Background: an optimization exercise with open tools, aiming at small area. Do not read the settings as production practice. RTL that was checked went through simulation tests only; none was proved equivalent to the original. Power and IR drop assume default switching activity.

==> flow/design.v <==
module fir_mac_serial (
  input  logic               clk,
  input  logic               reset,
  input  logic               in_valid_i,
  output logic               in_ready_o,
  input  logic signed [15:0] in_data_i,
  input  logic               coef_we_i,
  input  logic [3:0]         coef_addr_i,
  input  logic signed [15:0] coef_data_i,
  output logic               coef_err_o,
  output logic               out_valid_o,
  output logic signed [15:0] out_data_o,
  output logic               busy_o
);
  localparam logic [2:0] S_INIT = 3'd0, S_IDLE = 3'd1, S_PEND = 3'd2,
                         S_COMP = 3'd3, S_OUTV = 3'd4;
  logic [2:0]   st;
  logic [7:0]   t;
  logic         cerr;
  logic [255:0] hq;
  logic [15:0]  xq [0:15];
  logic [20:0]  r;
  logic k15, thd, the, thf, t255;
  assign k15  = (t[3:0] == 4'hf);
  assign thd  = (t[7:4] == 4'hd);
  assign the  = (t[7:4] == 4'he);
  assign thf  = (t[7:4] == 4'hf);
  assign t255 = k15 && thf;
  logic init, idle, pend, hold, splice, wait_s, mac, comp, neg, outv;
  assign init   = (st == S_INIT);
  assign idle   = (st == S_IDLE);
  assign pend   = (st == S_PEND);
  assign hold   = pend && !the && !thf;
  assign splice = pend && the;
  assign wait_s = pend && thf;
  assign mac    = (st == S_COMP);
  assign comp   = mac && !thf;
  assign neg    = mac && thf;
  assign outv   = (st == S_OUTV);
  logic wr_ph, wr, acc;
  assign wr_ph      = thd && (t[3:0] == coef_addr_i);
  assign in_ready_o = idle && !the && !thf && (!coef_we_i || wr_ph);
  assign busy_o     = !in_ready_o;
  assign wr         = coef_we_i && in_ready_o;
  assign acc        = in_valid_i && in_ready_o;
  logic shift;
  logic [15:0] xo;
  logic [20:0] rm, add, sum;
  assign shift = comp && k15;
  assign rm    = (mac || hold) ? r : idle ? {{5{in_data_i[15]}}, in_data_i} : 21'd0;
  logic pol;
  assign pol   = mac && (thf ^ t[4]);
  assign xo    = ((mac && hq[0]) || splice) ? (xq[0] ^ {16{pol}}) :
                 {1'b0, wait_s, 14'd0};
  assign add   = {{5{xo[15]}}, xo};
  logic [16:0] cy;
  assign cy[0] = neg && hq[0];
  for (genvar b = 0; b < 16; b++) begin : g_add
    assign sum[b]  = rm[b] ^ add[b] ^ cy[b];
    assign cy[b+1] = (rm[b] & add[b]) | (rm[b] & cy[b]) | (add[b] & cy[b]);
  end
  assign sum[20:16] = rm[20:16] + add[20:16] + {4'd0, cy[16]};
  always_ff @(posedge clk) begin
    for (int q = 0; q < 255; q++) hq[q] <= hq[q+1];
    for (int m = 0; m < 15; m++) if (wr) hq[16*m+15] <= coef_data_i[(m+14)%16];
    hq[255] <= wr ? coef_data_i[13] : init ? (t == 8'd0) : hq[0];
    for (int s = 0; s < 15; s++) xq[s] <= xq[s+1];
    xq[15] <= ~((init || splice) ? r[15:0] : xq[0]);
    r <= shift ? {sum[20], sum[20:1]} : sum;
  end
  always_ff @(posedge clk or posedge reset) begin
    if (reset) begin
      st   <= S_INIT;
      t    <= 8'd16;
      cerr <= 1'b0;
    end else begin
      t    <= t + 8'd1;
      cerr <= coef_we_i && !in_ready_o;
      case (st)
        S_INIT: if (k15 && (t[7:4] == 4'h0)) st <= S_IDLE;
        S_IDLE: if (acc) st <= S_PEND;
        S_PEND: if (t255) st <= S_COMP;
        S_COMP: if (t255) st <= S_OUTV;
        default: st <= S_IDLE;
      endcase
    end
  end
  logic ovf;
  assign ovf         = !((&r[20:15]) || !(|r[20:15]));
  assign out_data_o  = {r[20], ovf ? {15{!r[20]}} : r[14:0]};
  assign out_valid_o = outv;
  assign coef_err_o  = cerr;
endmodule
module fir_q15 (
  input  logic               clk,
  input  logic               reset,
  input  logic               in_valid_i,
  output logic               in_ready_o,
  input  logic signed [15:0] in_data_i,
  input  logic               coef_we_i,
  input  logic [3:0]         coef_addr_i,
  input  logic signed [15:0] coef_data_i,
  output logic               coef_err_o,
  output logic               out_valid_o,
  output logic signed [15:0] out_data_o,
  output logic               busy_o
);
  fir_mac_serial u_fir (
    .clk(clk), .reset(reset),
    .in_valid_i(in_valid_i), .in_ready_o(in_ready_o), .in_data_i(in_data_i),
    .coef_we_i(coef_we_i), .coef_addr_i(coef_addr_i), .coef_data_i(coef_data_i),
    .coef_err_o(coef_err_o),
    .out_valid_o(out_valid_o), .out_data_o(out_data_o), .busy_o(busy_o)
  );
endmodule
export LEC_CHECK = 0
export CAP_MARGIN = 20
export CORE_MARGIN = 2
export CORE_UTILIZATION = 60
export SLEW_MARGIN = 20
create_clock -name core_clock -period 10.0 [get_ports {clk}]
standard.sh (not shown) runs the stock make flow with config.mk's settings and CLKGATE_MAP_FILE= SYNTH_SCRIPT=/design/flow/synth_recipe.tcl, a recipe that flattens the netlist after the stock synthesis.
==> flow/flow/run.sh <==
#!/bin/bash
# The standard layout, with the port buffers made from the smallest buffer cell
# and the clock tree built from fewer, larger sink clusters.
set -euo pipefail
export BUFFER_PORTS_ARGS="-buffer_cell sky130_fd_sc_hd__buf_1"
export RECOVER_POWER=100
export CTS_ARGS="-sink_clustering_enable -repair_clock_nets -sink_clustering_size 20 -sink_clustering_max_diameter 60 -buf_list sky130_fd_sc_hd__clkbuf_8 -dont_use_dummy_load"
bash standard.sh > standard.log 2>&1
The first run reached the layout checks and failed them: capacitance limit, slew limit.
Edit:
--- a/flow/design.v
+++ b/flow/design.v
@@ -47,11 +47,9 @@
   logic [15:0] xo;
   logic [20:0] rm, add, sum;
   assign shift = comp && k15;
   assign rm    = (mac || hold) ? r : idle ? {{5{in_data_i[15]}}, in_data_i} : 21'd0;
-  logic pol;
-  assign pol   = mac && (thf ^ t[4]);
-  assign xo    = ((mac && hq[0]) || splice) ? (xq[0] ^ {16{pol}}) :
+  assign xo    = ((mac && hq[0]) || splice) ? (xq[0] ^ {16{neg}}) :
                  {1'b0, wait_s, 14'd0};
   assign add   = {{5{xo[15]}}, xo};
   logic [16:0] cy;
   assign cy[0] = neg && hq[0];
@@ -64,21 +62,21 @@
     for (int q = 0; q < 255; q++) hq[q] <= hq[q+1];
     for (int m = 0; m < 15; m++) if (wr) hq[16*m+15] <= coef_data_i[(m+14)%16];
     hq[255] <= wr ? coef_data_i[13] : init ? (t == 8'd0) : hq[0];
     for (int s = 0; s < 15; s++) xq[s] <= xq[s+1];
-    xq[15] <= ~((init || splice) ? r[15:0] : xq[0]);
+    xq[15] <= (init || splice) ? r[15:0] : xq[0];
     r <= shift ? {sum[20], sum[20:1]} : sum;
   end
   always_ff @(posedge clk or posedge reset) begin
     if (reset) begin
       st   <= S_INIT;
-      t    <= 8'd16;
+      t    <= 8'd0;
       cerr <= 1'b0;
     end else begin
       t    <= t + 8'd1;
       cerr <= coef_we_i && !in_ready_o;
       case (st)
-        S_INIT: if (k15 && (t[7:4] == 4'h0)) st <= S_IDLE;
+        S_INIT: if (t255) st <= S_IDLE;
         S_IDLE: if (acc) st <= S_PEND;
         S_PEND: if (t255) st <= S_COMP;
         S_COMP: if (t255) st <= S_OUTV;
         default: st <= S_IDLE;
@@ -86,9 +84,9 @@
     end
   end
   logic ovf;
   assign ovf         = !((&r[20:15]) || !(|r[20:15]));
-  assign out_data_o  = {r[20], ovf ? {15{!r[20]}} : r[14:0]};
+  assign out_data_o  = ovf ? {r[20], {15{!r[20]}}} : r[15:0];
   assign out_valid_o = outv;
   assign coef_err_o  = cerr;
 endmodule
 module fir_q15 (
- The new run finished but failed the layout checks on capacitance limit, slew limit
- global-route usage is about the same
- setup slack degrades by 0.58 ns
- synthesized cell count rises by 1.1%
- final cell count hardly moves
- utilization climbs by 1.0 points
- power increases by 25%
For the first run of this note, only the layout was checked, not whether the RTL still works.

-- static timing again, ports no longer ideal --
The results above use ideal ports. As a check the final layouts listed here were re-extracted and re-timed, cells and wires unchanged.
Step 1 sets driving cells, clkbuf_16 on the clock port and buf_2 on the other inputs (assumed; they add their load-dependent delay and slew).
Step 2 also shifts input and output timing later by t, the mid clock arrival at the registers, as if the neighbouring blocks saw the same clock.
Slacks: ideal ports / drivers / drivers and shift; pairs: ideal ports / drivers.
| run | t (ns) | setup WS [ns] | slew at the worst register clock pin (ns) | worst data-port slew with drivers (ns) |
|---|---|---|---|---|
| the first run | 0.557 | 1.141 / 1.158 / 0.601 | 0.11 / 0.11 | 0.05 |
| the second run | 0.624 | 0.562 / 0.577 / -0.047 | 0.12 / 0.12 | 0.04 |
For the second run, which loses most, drivers alone change the setup slack by +0.015 ns; drivers and shift together by -0.609 ns.
